This is an optimization exercise on Yosys and OpenROAD, whose aim is small area, not a production implementation.
Only simulation tests tie the RTL to the original design; equivalence was not proved.
No activity file was given, so power comes from the tool's default toggle rates.

## main
==> flow/design.v (excerpt) <==
module fsmc_regs_top (
    input  logic                      clk,
    input  logic                      rst_n,
    input  logic                      nadv,
    input  logic                      nwe,
    input  logic                      noe,
    input  logic [18-1:0] ad_bus,
    output logic [18-1:0] ad_drive,
    output logic                      ad_drive_en
);
For scale: about 1400 cells after synthesis, about 1100 flip-flops, about 25000 um^2 of cells after synthesis.
Settings: LEC_CHECK=0, CAP_MARGIN=20, CORE_MARGIN=2, CORE_UTILIZATION=75, SLEW_MARGIN=20, SYNTH_HIERARCHICAL=1; clock period 5.0 ns.
standard.sh (not shown) runs the stock make flow with config.mk's settings and CLKGATE_MAP_FILE= SYNTH_SCRIPT=/design/flow/synth_recipe.tcl, a recipe that flattens the netlist after the stock synthesis.
==> flow/flow/run.sh <==
#!/bin/bash
# The standard layout (standard.sh) with three changes:
#  - synthesis and repair may use only drive strength 1 logic cells (buffers, inverters,
#    flip-flops and clock cells are not restricted): extra_dont_use.txt is added to the
#    platform's don't-use list
#  - ports are buffered with buf_1
#  - clock tree: clkbuf_8 leaf clusters of up to 21 sinks within 80 um, no dummy loads
set -euo pipefail
PLAT=$(make -s -C "$FLOW_HOME" DESIGN_CONFIG="$FLOW_CONFIG" WORK_HOME="$PWD/orfs" print-DONT_USE_CELLS 2>/dev/null | sed -n 's/^DONT_USE_CELLS: //p')
export DU="$PLAT $(cat flow/extra_dont_use.txt)"
export BUFFER_PORTS_ARGS="-buffer_cell sky130_fd_sc_hd__buf_1"
export CTS_ARGS="-sink_clustering_enable -repair_clock_nets -sink_clustering_size 21 -sink_clustering_max_diameter 80 -buf_list sky130_fd_sc_hd__clkbuf_8 -dont_use_dummy_load"
sed 's|"\${@:-finish}"|"DONT_USE_CELLS=$DU" "${@:-finish}"|' standard.sh > standard_du.sh
grep -q 'DONT_USE_CELLS=\$DU' standard_du.sh
echo "$DU" > dont_use.log
bash standard_du.sh > standard.log 2>&1
Other scripts of this flow, unchanged in this note and not shown: flow/flow/extra_dont_use.txt
No stage failed in main, and the final checks on the layout all came back clean.
Relative to main, the following input files were edited for the feature branch:
Settings: CELL_PAD_IN_SITES_GLOBAL_PLACEMENT now 0, previously not set; CELL_PAD_IN_SITES_DETAIL_PLACEMENT now 0, previously not set.
-- flow/flow/run.sh --
<<< main, line 11
export BUFFER_PORTS_ARGS="-buffer_cell sky130_fd_sc_hd__buf_1"
export CTS_ARGS="-sink_clustering_enable -repair_clock_nets -sink_clustering_size 21 -sink_clustering_max_diameter 80 -buf_list sky130_fd_sc_hd__clkbuf_8 -dont_use_dummy_load"
sed 's|"\${@:-finish}"|"DONT_USE_CELLS=$DU" "${@:-finish}"|' standard.sh > standard_du.sh
>>> the feature branch, line 11
export BUFFER_PORTS_ARGS="-buffer_cell sky130_fd_sc_hd__buf_1"
export CTS_ARGS="-sink_clustering_enable -repair_clock_nets -sink_clustering_size 22 -sink_clustering_max_diameter 70 -buf_list sky130_fd_sc_hd__clkbuf_8 -dont_use_dummy_load"
sed 's|"\${@:-finish}"|"DONT_USE_CELLS=$DU" "${@:-finish}"|' standard.sh > standard_du.sh
- Having completed the whole flow, the feature branch delivered a layout that passed the timing, design-rule and antenna checks.
- Comparing the feature branch with main, the sequential cell area share came out essentially unchanged.
- main and the feature branch ended up with nearly the same final net count.
- On the feature branch: measured slew at the worst slew-check pin is 0.031 ns lower than what main gave.

---

## AL
Starting RTL as in the previous note.
clock: 5.0 ns
lec_check: 0
cap_margin: 20
core_margin: 2
core_utilization: 75
slew_margin: 20
synth_hierarchical: 1
==> flow/flow/run.sh <==
#!/bin/bash
# The standard layout (standard.sh) with three changes:
#  - synthesis and repair may use only drive strength 1 logic cells (buffers, inverters,
#    flip-flops and clock cells are not restricted): extra_dont_use.txt is added to the
#    platform's don't-use list
#  - ports are buffered with buf_1
#  - clock tree: clkbuf_8 leaf clusters of up to 21 sinks within 80 um, no dummy loads
set -euo pipefail
PLAT=$(make -s -C "$FLOW_HOME" DESIGN_CONFIG="$FLOW_CONFIG" WORK_HOME="$PWD/orfs" print-DONT_USE_CELLS 2>/dev/null | sed -n 's/^DONT_USE_CELLS: //p')
export DU="$PLAT $(cat flow/extra_dont_use.txt)"
export BUFFER_PORTS_ARGS="-buffer_cell sky130_fd_sc_hd__buf_1"
export CTS_ARGS="-sink_clustering_enable -repair_clock_nets -sink_clustering_size 22 -sink_clustering_max_diameter 70 -buf_list sky130_fd_sc_hd__clkbuf_8 -dont_use_dummy_load"
sed 's|"\${@:-finish}"|"DONT_USE_CELLS=$DU" "${@:-finish}"|' standard.sh > standard_du.sh
grep -q 'DONT_USE_CELLS=\$DU' standard_du.sh
echo "$DU" > dont_use.log
bash standard_du.sh > standard.log 2>&1
Other scripts of this flow, unchanged in this note and not shown: flow/flow/extra_dont_use.txt
Inputs modified between AL and JK:
Settings: an added CELL_PAD_IN_SITES_GLOBAL_PLACEMENT of 0; an added CELL_PAD_IN_SITES_DETAIL_PLACEMENT of 0.
--- a/flow/flow/run.sh
+++ b/flow/flow/run.sh
@@ -11,3 +11,3 @@
 export BUFFER_PORTS_ARGS="-buffer_cell sky130_fd_sc_hd__buf_1"
-export CTS_ARGS="-sink_clustering_enable -repair_clock_nets -sink_clustering_size 22 -sink_clustering_max_diameter 70 -buf_list sky130_fd_sc_hd__clkbuf_8 -dont_use_dummy_load"
+export CTS_ARGS="-sink_clustering_enable -repair_clock_nets -sink_clustering_size 21 -sink_clustering_max_diameter 80 -buf_list sky130_fd_sc_hd__clkbuf_8 -dont_use_dummy_load"
 sed 's|"\${@:-finish}"|"DONT_USE_CELLS=$DU" "${@:-finish}"|' standard.sh > standard_du.sh
[summary]
Status: final area parity (AL, JK)
Between AL and JK, the total power is lower for AL.
JK vs AL, met1 wire length went up by 1.7%.
Diff AL -> JK: relative max-transition margin saw a decrease; via count increased 84.

---

The RTL this note starts from:
==> flow/design.v <==
`timescale 1ns/1ps
module fsmc_regs_top (
    input  logic                      clk,
    input  logic                      rst_n,
    input  logic                      nadv,
    input  logic                      nwe,
    input  logic                      noe,
    input  logic [18-1:0] ad_bus,
    output logic [18-1:0] ad_drive,
    output logic                      ad_drive_en
);
    localparam int dw    = 16;
    localparam int len   = 7;        
    localparam int rings = 10;
    logic          nadv_s, nwe_s;    
    logic [3:0]    noe_hist;         
    logic          en_q;
    logic [2:0]    phase;            
    logic          clr;              
    logic [5:0]    addr_q;           
    logic [5:0]    waddr_q;          
    logic [dw-1:0] wdata_q;          
    logic          wpend;
    logic [dw-1:0] rdata_q;
    logic          wr_end;
    logic [rings-1:0] wsel;          
    logic [dw-1:0] tap [rings];
    logic [dw-1:0] head [rings];     
    logic [dw-1:0] rword;
    logic [rings-1:0] rsel;
    logic [2:0]    phase_p;          
    logic          rhit;
    logic          en_d, cap;
    function automatic logic [rings-1:0] at_tap(input logic [5:0] k, input logic [2:0] ph);
        at_tap = '0;
        if (k[2:0] != 3'd7)
            at_tap[k[5:3]] = (ph == k[2:0]);
        else if (k[5:3] != 3'd7)
            at_tap[8] = (ph == k[5:3]);
        else
            at_tap[9] = 1'b1;
    endfunction
    always_ff @(posedge clk or negedge rst_n) begin
        if (!rst_n) begin
            nadv_s   <= 1'b1;
            nwe_s    <= 1'b1;
            noe_hist <= '0;
            en_q     <= 1'b0;
        end else begin
            nadv_s   <= nadv;
            nwe_s    <= nwe;
            noe_hist <= {noe_hist[2:0], ~noe};
            en_q     <= en_d;
        end
    end
    always_ff @(posedge clk) begin
        if (!nadv)
            addr_q <= {ad_bus[17:16], ad_bus[3:0]};
    end
    always_ff @(posedge clk or negedge rst_n) begin
        if (!rst_n) begin
            phase <= '0;
            clr   <= 1'b1;
        end else begin
            phase <= (phase == 3'(len - 1)) ? '0 : phase + 1'b1;
            if (phase == 3'(len - 1))
                clr <= 1'b0;
        end
    end
    assign wr_end = nwe && !nwe_s;
    assign wsel   = wpend ? at_tap(waddr_q, phase) : '0;
    always_ff @(posedge clk) begin
        if (wr_end)
            waddr_q <= addr_q;
    end
    always_ff @(posedge clk or negedge rst_n) begin
        if (!rst_n) begin
            wdata_q <= '0;    
            wpend   <= 1'b0;
        end else begin
            if (wr_end)
                wdata_q <= ad_bus[dw-1:0];
            wpend <= wr_end || (wpend && !(|wsel));
        end
    end
    for (genvar r = 0; r < rings; r++) begin : g_ring
        localparam int n = (r == rings - 1) ? 1 : len;
        logic [n*dw-1:0] q;
        logic            we;
        assign we      = clr || wsel[r];
        assign tap[r]  = we ? wdata_q : q[n*dw-1 -: dw];
        assign head[r] = q[dw-1:0];
        always_ff @(posedge clk) begin
            if (n == 1)
                q <= tap[r];
            else
                q <= {q[n*dw-dw-1:0], tap[r]};
        end
    end
    assign phase_p = (phase == 3'd0) ? 3'(len - 1) : phase - 1'b1;
    assign rhit    = |at_tap(addr_q, phase_p);
    fsmc_ring_sel ring_sel_i (
        .k   (addr_q),
        .sel (rsel)
    );
    fsmc_word_mux word_mux_i (
        .sel   (rsel),
        .words ({head[9], head[8], head[7], head[6], head[5], head[4], head[3], head[2], head[1], head[0]}),
        .word  (rword)
    );
    assign en_d = |noe_hist[3:1];
    assign cap  = rhit && !(en_d && !nadv_s);
    always_ff @(posedge clk) begin
        if (cap)
            rdata_q <= rword;
    end
    assign ad_drive    = {2'b00, rdata_q};
    assign ad_drive_en = en_q;
endmodule
module fsmc_ring_sel (
    input  logic [5:0] k,
    output logic [9:0] sel
);
    always_comb begin
        sel = '0;
        if (k[2:0] != 3'd7)
            sel[k[5:3]] = 1'b1;
        else if (k[5:3] != 3'd7)
            sel[8] = 1'b1;
        else
            sel[9] = 1'b1;
    end
endmodule
module fsmc_word_mux (
    input  logic [9:0]     sel,
    input  logic [10*16-1:0] words,
    output logic [15:0]    word
);
    always_comb begin
        word = '0;
        for (int r = 0; r < 10; r++)
            word = word | ({16{sel[r]}} & words[r*16 +: 16]);
    end
endmodule
==> flow/config.mk <==
export PLATFORM = sky130hd
export DESIGN_NAME = fsmc_regs_top
export DESIGN_NICKNAME = fsmc_regs_top
export VERILOG_FILES = /design/flow/design.v
export SDC_FILE = /design/flow/constraint.sdc
export NUM_CORES = 4
export LEC_CHECK = 0
export CAP_MARGIN = 20
export CORE_MARGIN = 2
export CORE_UTILIZATION = 75
export GPL_ROUTABILITY_DRIVEN = 0
export GPL_TIMING_DRIVEN = 0
export SLEW_MARGIN = 20
export SYNTH_HIERARCHICAL = 1
==> flow/constraint.sdc <==
create_clock -name core_clock -period 5.0 [get_ports {clk}]
set_input_delay 1.0000 -clock core_clock [delete_from_list [all_inputs] [get_ports {clk}]]
set_output_delay 1.0000 -clock core_clock [all_outputs]
set_load 0.01 [all_outputs]
==> flow/flow/run.sh <==
#!/bin/bash
# The standard layout (standard.sh) with three changes:
#  - synthesis and repair may use only drive strength 1 logic cells (buffers, inverters,
#    flip-flops and clock cells are not restricted): extra_dont_use.txt is added to the
#    platform's don't-use list
#  - ports are buffered with buf_1
#  - clock tree: clkbuf_8 leaf clusters of up to 20 sinks, no dummy loads
set -euo pipefail
PLAT=$(make -s -C "$FLOW_HOME" DESIGN_CONFIG="$FLOW_CONFIG" WORK_HOME="$PWD/orfs" print-DONT_USE_CELLS 2>/dev/null | sed -n 's/^DONT_USE_CELLS: //p')
export DU="$PLAT $(cat flow/extra_dont_use.txt)"
export BUFFER_PORTS_ARGS="-buffer_cell sky130_fd_sc_hd__buf_1"
export CTS_ARGS="-sink_clustering_enable -repair_clock_nets -sink_clustering_size 20 -sink_clustering_max_diameter 100 -buf_list sky130_fd_sc_hd__clkbuf_8 -dont_use_dummy_load"
sed 's|"\${@:-finish}"|"DONT_USE_CELLS=$DU" "${@:-finish}"|' standard.sh > standard_du.sh
grep -q 'DONT_USE_CELLS=\$DU' standard_du.sh
echo "$DU" > dont_use.log
bash standard_du.sh > standard.log 2>&1
Other scripts of this flow, unchanged in this note and not shown: flow/flow/extra_dont_use.txt
The first run went through all stages and came out clean.
==> next run, changes <==
- GPL_ROUTABILITY_DRIVEN: 0 -> default
- GPL_TIMING_DRIVEN: 0 -> default
- PLACE_DENSITY: default -> 0.85
=> The new run completed with no timing, DRC or antenna violations; hold slack improved by 0.074 ns; routed wire length increases by a few percent; critical path depth decreases by 2; sequential share of layout area increases by 0.68 points; non-clock buffer count decreases by 35; register-to-register slack got worse by 0.12 ns; synthesized area stays the same; global-route usage increases by 1.2 points.

## re-timing with driven ports
Ports are ideal in the flow. The routed layouts listed here were re-timed in OpenROAD. Step 1 (the two cells are an assumption about what drives the block):
set clk [get_ports {clk}]
set_driving_cell -lib_cell sky130_fd_sc_hd__clkbuf_16 $clk
set_driving_cell -lib_cell sky130_fd_sc_hd__buf_2 [delete_from_list [all_inputs] $clk]
Step 2 times the ports against the registers' clock, not the clock port: input delays grow and output delays shrink by t, the midpoint of the rising clock arrivals with the driver on. a / b / c = no drivers / after step 1 / after step 2; a / b = the first two.
run	shift t [ns]	setup WS [ns]	latest minus earliest clock arrival (ns)	worst slew at a driven data input, ns	pins driven straight from the clock port
main	0.707	1.349 / 1.349 / 1.349	0.052 / 0.052	0.04	1
the feature branch	0.649	1.329 / 1.329 / 1.329	0.090 / 0.090	0.05	1
AL	0.649	1.329 / 1.329 / 1.329	0.090 / 0.090	0.05	1
JK	0.707	1.349 / 1.349 / 1.349	0.052 / 0.052	0.04	1
the first run of note 3	0.706	1.897 / 1.897 / 1.850	0.064 / 0.064	0.04	1
the second run of note 3	0.694	1.776 / 1.776 / 1.776	0.037 / 0.037	0.04	1
After both steps setup and hold are still met in every run listed. For the first run of note 3, which loses most, drivers alone change the setup slack by 0.000 ns; drivers and shift together by -0.047 ns.
